Context: an optimization exercise on an open-source flow, tuned for small area and a short achievable clock period. The choices shown serve that exercise and are no tape-out recipe. In this exercise RTL edits were held to simulation tests only and were not proved equivalent to the original. Power and IR drop assume default switching activity.

run 1:
## button_press_classifier_queue_unit
module button_press_classifier_queue_unit (
   input  logic        clock,
   input  logic        reset,
   input  logic        req_valid,
   output logic        req_stall,
   input  logic [40:0] req_payload_bits,
   output logic        rsp_valid,
   input  logic        rsp_stall,
   output logic [13:0] rsp_payload_bits,
   input  logic        csr_valid,
   output logic        csr_ready,
   input  logic [1:0]  csr_index,
   input  logic [15:0] csr_wdata
);
Size in the first run: roughly 2600 cells after synthesis, about 410 flip-flops, ~81 I/O pins.
clock: 10.5 ns
lec_check: 0
cap_margin: 20
core_margin: 2
core_utilization: 40
slew_margin: 20
synth_hierarchical: 1
standard.sh (not shown) runs the stock make flow with config.mk's settings and CLKGATE_MAP_FILE= SYNTH_SCRIPT=/design/flow/synth_recipe.tcl, a recipe that flattens the netlist after the stock synthesis.
==> flow/flow/run.sh <==
#!/bin/bash
# Own layout flow: the standard ORFS layout (standard.sh, with its
# unchanged synthesis), with these layout knobs changed on make's command
# line:
#  - the setup repair margin, so that repair_timing works towards the
#    period the design can reach rather than stopping 5 ns short of 10.5 ns;
#  - the port buffer cell: a plain buffer instead of the delay buffer that
#    buffer_ports picks by default. Every port is still buffered;
#  - clock tree synthesis: clkbuf_8 buffers at the sinks, clkbuf_4 in the tree, in larger sink clusters and no
#    dummy loads. The clock still reaches every register through buffers.
# The full make output goes to run_flow.log in the work folder; ORFS's own
# per-step logs stay under orfs/logs.
set -euo pipefail
MARGIN=${OWN_SETUP_MARGIN:-6.0}
CTS="-sink_clustering_enable -repair_clock_nets -dont_use_dummy_load"
CTS="$CTS -buf_list sky130_fd_sc_hd__clkbuf_8 -tree_buf sky130_fd_sc_hd__clkbuf_4"
CTS="$CTS -sink_clustering_size 20 -sink_clustering_max_diameter 55"
bash standard.sh \
  "SETUP_SLACK_MARGIN=${MARGIN}" \
  "BUFFER_PORTS_ARGS=-buffer_cell sky130_fd_sc_hd__buf_1" \
  "CTS_ARGS=${CTS}" \
  finish > run_flow.log 2>&1
### run 1 -> run 2
diff --git a/flow/flow/run.sh b/flow/flow/run.sh
--- a/flow/flow/run.sh
+++ b/flow/flow/run.sh
@@ -9 +9 @@
-#  - clock tree synthesis: clkbuf_8 buffers at the sinks, clkbuf_4 in the tree, in larger sink clusters and no
+#  - clock tree synthesis: clkbuf_4 and clkbuf_8 buffers in small sink clusters and no
@@ -16,2 +16,2 @@
-CTS="$CTS -buf_list sky130_fd_sc_hd__clkbuf_8 -tree_buf sky130_fd_sc_hd__clkbuf_4"
-CTS="$CTS -sink_clustering_size 20 -sink_clustering_max_diameter 55"
+CTS="$CTS -buf_list {sky130_fd_sc_hd__clkbuf_4 sky130_fd_sc_hd__clkbuf_8}"
+CTS="$CTS -sink_clustering_size 12 -sink_clustering_max_diameter 45"
Findings:
Run 2 completed every stage of the flow, and the final layout passed the timing, design-rule and antenna checks.
Run 2 against run 1: total of cells resized after clock tree synthesis up 8, buffer and inverter count on the worst path down 1.
Of the two values seen for end point of the critical path, pmask_ff[4]$_SDFFE_PP0P_ was produced by run 1 and req_stall by run 2.
Run 2 vs. run 1: non-clock buffer count went up; post-CTS setup buffer count went up.
What run 3 does differently from run 2 at the input level:
diff --git a/flow/flow/run.sh b/flow/flow/run.sh
--- a/flow/flow/run.sh
+++ b/flow/flow/run.sh
@@ -9 +9 @@
-#  - clock tree synthesis: clkbuf_4 and clkbuf_8 buffers in small sink clusters and no
+#  - clock tree synthesis: clkbuf_8 buffers in larger sink clusters and no
@@ -16,2 +16,2 @@
-CTS="$CTS -buf_list {sky130_fd_sc_hd__clkbuf_4 sky130_fd_sc_hd__clkbuf_8}"
-CTS="$CTS -sink_clustering_size 12 -sink_clustering_max_diameter 45"
+CTS="$CTS -buf_list sky130_fd_sc_hd__clkbuf_8"
+CTS="$CTS -sink_clustering_size 16 -sink_clustering_max_diameter 50"
@@ -20 +20 @@
-  "BUFFER_PORTS_ARGS=-buffer_cell sky130_fd_sc_hd__buf_1" \
+  "BUFFER_PORTS_ARGS=-buffer_cell sky130_fd_sc_hd__buf_2" \
==> comparison <==
- For fraction of the cycle the final worst path needs, run 2 and run 3 come out practically identical.
- Any difference in number of clock sinks between run 3 and run 2 is small enough to ignore.
- Of run 3 and run 2, the lower count of clock-buffer cells in the layout belongs to run 3.
- [compare] base=run 2 new=run 3: length of routed met3 wiring increased about 10%, number of antenna violations at the first check in global routing increased 7, multi-input gate area in the final layout increased 0.48%, cell area essentially unchanged.
- As far as share of total power consumed by net switching is concerned, run 2 and run 3 perform about the same.
- Between run 3 and run 2, the proportion of power drawn by the clock network is higher for run 2.
#### Input delta (run 4 over run 3)
# run 3
export LEC_CHECK = 0
export CAP_MARGIN = 20
export CORE_MARGIN = 2
export CORE_UTILIZATION = 40
export SLEW_MARGIN = 20
export SYNTH_HIERARCHICAL = 1
create_clock -name core_clock -period 10.5 [get_ports {clock}]
# run 4
export LEC_CHECK = 0
export CAP_MARGIN = 20
export CORE_MARGIN = 2
export CORE_UTILIZATION = 40
export PLACE_DENSITY = 0.75
export SLEW_MARGIN = 20
export SYNTH_HIERARCHICAL = 1
create_clock -name core_clock -period 10.5 [get_ports {clock}]
diff --git a/flow/flow/run.sh b/flow/flow/run.sh
--- a/flow/flow/run.sh
+++ b/flow/flow/run.sh
@@ -9 +9 @@
-#  - clock tree synthesis: clkbuf_8 buffers in larger sink clusters and no
+#  - clock tree synthesis: clkbuf_8 buffers at the sinks, clkbuf_4 in the tree, in larger sink clusters and no
@@ -16 +16 @@
-CTS="$CTS -buf_list sky130_fd_sc_hd__clkbuf_8"
+CTS="$CTS -buf_list sky130_fd_sc_hd__clkbuf_8 -tree_buf sky130_fd_sc_hd__clkbuf_4"
@@ -20 +20 @@
-  "BUFFER_PORTS_ARGS=-buffer_cell sky130_fd_sc_hd__buf_2" \
+  "BUFFER_PORTS_ARGS=-buffer_cell sky130_fd_sc_hd__buf_1" \
Notes after the runs:
Clock power: run 3 and run 4 compared, higher one is run 3
Final worst-path setup slack was lower in the run labelled run 4.
Peak ir drop on the vdd network on run 4 is down relative to run 3.
Clock share of power down 2.1 points in run 4 wrt run 3
In the tables for run 3 and run 4, hold slack reads lower with run 4.
Portion of the clock cycle consumed by the worst path in the final layout: run 4 vs run 3 up 0.55 points
Per the comparison of run 4 with run 3, final critical-path required period has increased, routing usage on met1 lower.
> inputs changed (run 4 -> run 5)
# run 4
export LEC_CHECK = 0
export CAP_MARGIN = 20
export CORE_MARGIN = 2
export CORE_UTILIZATION = 40
export PLACE_DENSITY = 0.75
export SLEW_MARGIN = 20
export SYNTH_HIERARCHICAL = 1
create_clock -name core_clock -period 10.5 [get_ports {clock}]
# run 5
export LEC_CHECK = 0
export CAP_MARGIN = 20
export CORE_MARGIN = 2
export CORE_UTILIZATION = 40
export SLEW_MARGIN = 20
export SYNTH_HIERARCHICAL = 1
create_clock -name core_clock -period 10.5 [get_ports {clock}]
[summary]
Relative to run 4, total met2 wirelength after detailed routing has increased by 4.3 mm in run 5.
The setup slack number comes out higher for run 5 vs run 4.
reg -> reg as the type of the worst setup path was reported by run 4, and in -> out by run 5.
Run 5 vs. run 4: sequential share of layout area dropped 0.38 points; largest fanout of any net on the critical path -2; fraction of power spent switching nets climbed 0.51 points; routed wire length went up 6.0 mm.

---

## lane 1
The RTL this note starts from:
==> flow/design.v <==
`timescale 1ns / 1ps
package bpcq_pkg;
   localparam int unsigned LEVEL_W  = 8;
   localparam int unsigned TIME_W   = 32;
   localparam int unsigned COUNT_W  = 16;
   localparam int unsigned CSR_IDX_W = 2;
   localparam int unsigned NUM_BUTTONS_DEF = 8;
   localparam int unsigned QUEUE_DEPTH_DEF = 16;
   localparam logic OP_SCAN = 1'b0;
   localparam logic OP_POP  = 1'b1;
   localparam logic [CSR_IDX_W-1:0] CSR_SHORT_TICKS   = 2'd0;
   localparam logic [CSR_IDX_W-1:0] CSR_LONG_TICKS    = 2'd1;
   localparam logic [CSR_IDX_W-1:0] CSR_BEEP_TICKS    = 2'd2;
   localparam logic [CSR_IDX_W-1:0] CSR_GATHER_WINDOW = 2'd3;
   localparam logic [COUNT_W-1:0] SHORT_TICKS_RST   = 16'd5;
   localparam logic [COUNT_W-1:0] LONG_TICKS_RST    = 16'd100;
   localparam logic [COUNT_W-1:0] BEEP_TICKS_RST    = 16'd10;
   localparam logic [COUNT_W-1:0] GATHER_WINDOW_RST = 16'd100;
   typedef struct packed {
      logic               op;
      logic [LEVEL_W-1:0] buttons_high;
      logic [TIME_W-1:0]  now_ms;
   } req_type;
   typedef struct packed {
      logic               beep_start;
      logic               beep_stop;
      logic               event_queued;
      logic               event_dropped;
      logic               pop_valid;
      logic [LEVEL_W-1:0] pop_mask;
      logic               pop_long;
   } rsp_type;
   typedef struct packed {
      logic [COUNT_W-1:0] short_ticks;
      logic [COUNT_W-1:0] long_ticks;
      logic [COUNT_W-1:0] beep_ticks;
      logic [COUNT_W-1:0] gather_window_ms;
   } cfg_type;
   typedef struct packed {
      logic               long_flag;
      logic [LEVEL_W-1:0] mask;
   } entry_type;
   typedef struct packed {
      logic      valid;
      entry_type entry;
   } push_type;
   typedef struct packed {
      logic empty;
      logic full;
   } qstat_type;
   typedef struct packed {
      logic beep_start;
      logic beep_stop;
      logic event_queued;
      logic event_dropped;
   } scan_flags_type;
endpackage
`timescale 1ns / 1ps
module bpcq_lane (
   input  logic        clock,
   input  logic        reset,
   input  logic        scan_en,
   input  logic        lvl,
   input  logic [15:0] nsm1,
   input  logic        short_nz,
   input  logic [15:0] nlong,
   output logic        mask,
   output logic        long_f,
   output logic        rose
);
   logic [15:0] hold_ff, hold_in;
   logic [16:0] c;
   logic        g_s, p_s, g_l, p_l, ge_s, ge_l, eq_s;
   bpcq_gp #(.N(16)) u_cmp_s (.x(hold_ff), .y(nsm1),  .g(g_s), .p(p_s));
   bpcq_gp #(.N(16)) u_cmp_l (.x(hold_ff), .y(nlong), .g(g_l), .p(p_l));
   always_comb begin
      ge_s   = !short_nz || g_s;
      eq_s   = p_s && !g_s;
      ge_l   = g_l || p_l;
      mask   = lvl && (ge_s || ge_l);
      long_f = lvl && ge_l;
      rose   = !lvl && short_nz && eq_s;
      c[0] = 1'b1;
      for (int i = 0; i < 16; i++) begin
         c[i+1]     = c[i] & hold_ff[i];
         hold_in[i] = (hold_ff[i] ^ c[i]) | c[16];
      end
   end
   always_ff @(posedge clock) begin
      if (reset) begin
         hold_ff <= '0;
      end else if (scan_en) begin
         hold_ff <= lvl ? 16'd0 : hold_in;
      end
   end
endmodule
module bpcq_cout #(
   parameter int N = 16
) (
   input  logic [N-1:0] x,
   input  logic [N-1:0] y,
   input  logic         cin,
   output logic         cout
);
   logic g, p;
   bpcq_gp #(.N(N)) u_gp (.x(x), .y(y), .g(g), .p(p));
   assign cout = g | (p & cin);
endmodule
module bpcq_gp #(
   parameter int N = 16
) (
   input  logic [N-1:0] x,
   input  logic [N-1:0] y,
   output logic         g,
   output logic         p
);
   if (N == 1) begin : g_leaf
      assign g = x[0] & y[0];
      assign p = x[0] | y[0];
   end else begin : g_node
      localparam int L = N / 2;
      logic gl, pl, gh, ph;
      bpcq_gp #(.N(L))     u_lo (.x(x[L-1:0]), .y(y[L-1:0]), .g(gl), .p(pl));
      bpcq_gp #(.N(N - L)) u_hi (.x(x[N-1:L]), .y(y[N-1:L]), .g(gh), .p(ph));
      assign g = gh | (ph & gl);
      assign p = ph & pl;
   end
endmodule
`timescale 1ns / 1ps
module bpcq_queue (
   input  logic       clock,
   input  logic       reset,
   input  logic [8:0] wr_entry,
   input  logic       push,
   input  logic       pop,
   output logic       empty,
   output logic       full,
   output logic [8:0] last_pop
);
   logic [8:0] mem [0:15];
   logic [3:0] head_ff, tail_ff;
   assign empty = (head_ff == tail_ff);
   assign full  = ((head_ff + 4'd1) == tail_ff);
   always_ff @(posedge clock) begin
      if (reset) begin
         head_ff <= '0;
         tail_ff <= '0;
      end else begin
         if (push) head_ff <= head_ff + 4'd1;
         if (pop && !empty) tail_ff <= tail_ff + 4'd1;
      end
   end
   always_ff @(posedge clock) begin
      mem[head_ff] <= wr_entry;
   end
   assign last_pop = mem[tail_ff - 4'd1];
endmodule
`timescale 1ns / 1ps
module button_press_classifier_queue_unit (
   input  logic        clock,
   input  logic        reset,
   input  logic        req_valid,
   output logic        req_stall,
   input  logic [40:0] req_payload_bits,
   output logic        rsp_valid,
   input  logic        rsp_stall,
   output logic [13:0] rsp_payload_bits,
   input  logic        csr_valid,
   output logic        csr_ready,
   input  logic [1:0]  csr_index,
   input  logic [15:0] csr_wdata
);
   logic        op;
   logic [7:0]  lvl;
   logic [31:0] now;
   assign op  = req_payload_bits[40];
   assign lvl = req_payload_bits[39:32];
   assign now = req_payload_bits[31:0];
   logic rsp_valid_ff, req_fire, scan_en, pop_en;
   assign req_stall = rsp_valid_ff && rsp_stall;
   assign req_fire  = req_valid && !req_stall;
   assign scan_en   = req_fire && !op;
   assign pop_en    = req_fire && op;
   assign csr_ready = 1'b1;
   assign rsp_valid = rsp_valid_ff;
   always_ff @(posedge clock) begin
      if (reset) rsp_valid_ff <= 1'b0;
      else       rsp_valid_ff <= req_fire || (rsp_valid_ff && rsp_stall);
   end
   logic [15:0] nsm1_ff, nlong_ff, beep_t_ff, nwin_ff;
   always_ff @(posedge clock) begin
      if (reset) begin
         nsm1_ff   <= -16'd5;
         nlong_ff  <= ~16'd100;
         beep_t_ff <= 16'd10;
         nwin_ff   <= ~16'd100;
      end else if (csr_valid) begin
         case (csr_index)
            2'd0: nsm1_ff   <= -csr_wdata;
            2'd1: nlong_ff  <= ~csr_wdata;
            2'd2: beep_t_ff <= csr_wdata;
            default: nwin_ff <= ~csr_wdata;
         endcase
      end
   end
   logic        short_nz;
   logic [7:0]  mask, long_v, rose;
   assign short_nz = (nsm1_ff != 16'd0);
   for (genvar i = 0; i < 8; i++) begin : g_lane
      bpcq_lane u_lane (
         .clock    (clock),
         .reset    (reset),
         .scan_en  (scan_en),
         .lvl      (lvl[i]),
         .nsm1     (nsm1_ff),
         .short_nz (short_nz),
         .nlong    (nlong_ff),
         .mask     (mask[i]),
         .long_f   (long_v[i]),
         .rose     (rose[i])
      );
   end
   logic [15:0] beep_ff;
   logic        beep_le1, start, beep_stop;
   assign beep_le1  = (beep_ff[15:1] == 15'd0);
   assign beep_stop = (beep_ff == 16'd1);
   assign start     = beep_le1 && (rose != 8'd0);
   logic [7:0]  pmask_ff, mm;
   logic        plong_ff, lm, fire, quiet;
   logic [31:0] last_ff;
   logic        empty, full;
   assign mm = pmask_ff | mask;
   assign lm = plong_ff | (long_v != 8'd0);
   logic [31:0] csa_a, csa_b, csa_c, csa_s, csa_k;
   logic        ge_nl, c32, t32, t33;
   always_comb begin
      csa_a = now;
      csa_b = ~last_ff;
      csa_c = {16'hFFFF, nwin_ff};
      csa_s = csa_a ^ csa_b ^ csa_c;
      csa_k = (csa_a & csa_b) | (csa_a & csa_c) | (csa_b & csa_c);
   end
   bpcq_cout #(.N(31)) u_c32 (.x(csa_s[31:1]), .y(csa_k[30:0]), .cin(1'b1), .cout(c32));
   bpcq_cout #(.N(32)) u_nl  (.x(now), .y(~last_ff), .cin(1'b1), .cout(ge_nl));
   assign t32   = csa_k[31] ^ c32;
   assign t33   = csa_k[31] & c32;
   assign quiet = ge_nl ? t33 : t32;
   assign fire = (mask != 8'd0) ? (nwin_ff == 16'hFFFF)
                                : ((pmask_ff != 8'd0) && quiet);
   always_ff @(posedge clock) begin
      if (reset) begin
         beep_ff  <= '0;
         pmask_ff <= '0;
         plong_ff <= 1'b0;
         last_ff  <= '0;
      end else if (scan_en) begin
         beep_ff  <= start ? beep_t_ff : (beep_le1 ? 16'd0 : beep_ff - 16'd1);
         pmask_ff <= fire ? 8'd0 : mm;
         plong_ff <= fire ? 1'b0 : lm;
         if (mask != 8'd0) last_ff <= now;
      end
   end
   logic [8:0] last_pop;
   bpcq_queue u_queue (
      .clock    (clock),
      .reset    (reset),
      .wr_entry ({lm, mm}),
      .push     (scan_en && fire && !full),
      .pop      (pop_en),
      .empty    (empty),
      .full     (full),
      .last_pop (last_pop)
   );
   logic bs_ff, bp_ff, eq_ff, ed_ff, pv_ff;
   always_ff @(posedge clock) begin
      if (!req_stall) begin
         bs_ff <= !op && start;
         bp_ff <= !op && beep_stop;
         eq_ff <= !op && fire && !full;
         ed_ff <= !op && fire && full;
         pv_ff <= op && !empty;
      end
   end
   assign rsp_payload_bits = {bs_ff, bp_ff, eq_ff, ed_ff, pv_ff,
                              pv_ff ? {last_pop[7:0], last_pop[8]} : 9'd0};
endmodule
export LEC_CHECK = 0
export ABC_CLOCK_PERIOD_IN_PS = 4500
export CAP_MARGIN = 20
export CORE_MARGIN = 2
export CORE_UTILIZATION = 40
export SETUP_SLACK_MARGIN = 5
export SLEW_MARGIN = 20
create_clock -name core_clock -period 10.5 [get_ports {clock}]
==> flow/flow/run.sh <==
#!/bin/bash
# Own layout flow: the standard ORFS layout (standard.sh, unchanged
# synthesis) with two layout knobs changed on make's command line:
#  - the setup repair margin, so that repair_timing works towards the
#    period the design can reach rather than stopping 5 ns short of 10.5 ns;
#  - the port buffer cell, a plain buffer instead of the delay buffer that
#    buffer_ports picks by default. Every port is still buffered.
# The full make output goes to run_flow.log in the work folder; ORFS's own
# per-step logs stay under orfs/logs.
set -euo pipefail
MARGIN=${OWN_SETUP_MARGIN:-6.0}
bash standard.sh \
  "SETUP_SLACK_MARGIN=${MARGIN}" \
  "BUFFER_PORTS_ARGS=-buffer_cell sky130_fd_sc_hd__buf_2" \
  finish > run_flow.log 2>&1
The flow did not stop early for lane 1: all stages ran, and the layout cleared the timing, design-rule and antenna checks.
### lane 1 -> lane 2
# lane 1
export LEC_CHECK = 0
export ABC_CLOCK_PERIOD_IN_PS = 4500
export CAP_MARGIN = 20
export CORE_MARGIN = 2
export CORE_UTILIZATION = 40
export SETUP_SLACK_MARGIN = 5
export SLEW_MARGIN = 20
create_clock -name core_clock -period 10.5 [get_ports {clock}]
# lane 2
export LEC_CHECK = 0
export ABC_CLOCK_PERIOD_IN_PS = 4500
export CAP_MARGIN = 20
export CORE_MARGIN = 2
export CORE_UTILIZATION = 40
export CTS_BUF_LIST = sky130_fd_sc_hd__clkbuf_8
export CTS_CLUSTER_DIAMETER = 50
export CTS_CLUSTER_SIZE = 16
export SETUP_SLACK_MARGIN = 5
export SLEW_MARGIN = 20
create_clock -name core_clock -period 10.5 [get_ports {clock}]
==> flow/run.sh (new file) <==
#!/bin/bash
# synth_recipe.tcl (not shown) runs the flow's synth.tcl, then flattens the netlist and writes it again
# the make line also repeats each setting of config.mk as NAME=value (left out here)
make -C /OpenROAD-flow-scripts/flow DESIGN_CONFIG=/design/flow/config.mk WORK_HOME=/design/flow/orfs CLKGATE_MAP_FILE= SYNTH_SCRIPT=/design/flow/synth_recipe.tcl finish
removed: flow/flow/run.sh
removed: flow/standard.sh
==> run notes <==
- Diff lane 1 -> lane 2: via count of the first global-routing pass now smaller; net switching component of the power comparable; cell count now smaller; part of the total power dissipated in combinational logic now larger.
- Number of buffer cells added on primary ports: lane 2 vs lane 1, no meaningful difference
- Lane 2 ends up with a reg-to-reg setup timing slack that is 280 ps lower than in lane 1.

[separate check: timing with driven ports]
Ports are ideal in the flow. The routed layouts listed here were re-timed in OpenROAD.
Step 1 assumes that a clkbuf_16 drives the clock port and a buf_2 every other input.
Step 2 also shifts input and output timing later by t, the mid clock arrival at the registers, as if the neighbouring blocks saw the same clock.
Slacks: ideal ports / drivers / drivers and shift; pairs: ideal ports / drivers.
run | t, ns | setup WS [ns] | hold slack, ns
run 1 | 0.675 | 5.987 / 5.966 / 5.603 | 0.466 / 0.466 / 0.466
run 2 | 0.708 | 5.998 / 5.966 / 5.555 | 0.459 / 0.459 / 0.459
run 3 | 0.698 | 6.009 / 5.966 / 5.587 | 0.461 / 0.461 / 0.461
run 4 | 0.633 | 5.951 / 5.951 / 5.561 | 0.450 / 0.450 / 0.450
run 5 | 0.698 | 5.998 / 5.966 / 5.601 | 0.459 / 0.459 / 0.459
lane 1 | 0.655 | 5.352 / 5.372 / 4.717 | 0.460 / 0.460 / 0.460
lane 2 | 0.724 | 5.068 / 5.041 / 4.409 | 0.464 / 0.464 / 0.464
After both steps setup and hold are still met in every run listed. For lane 2, which loses most, drivers alone change the setup slack by -0.027 ns; drivers and shift together by -0.659 ns.
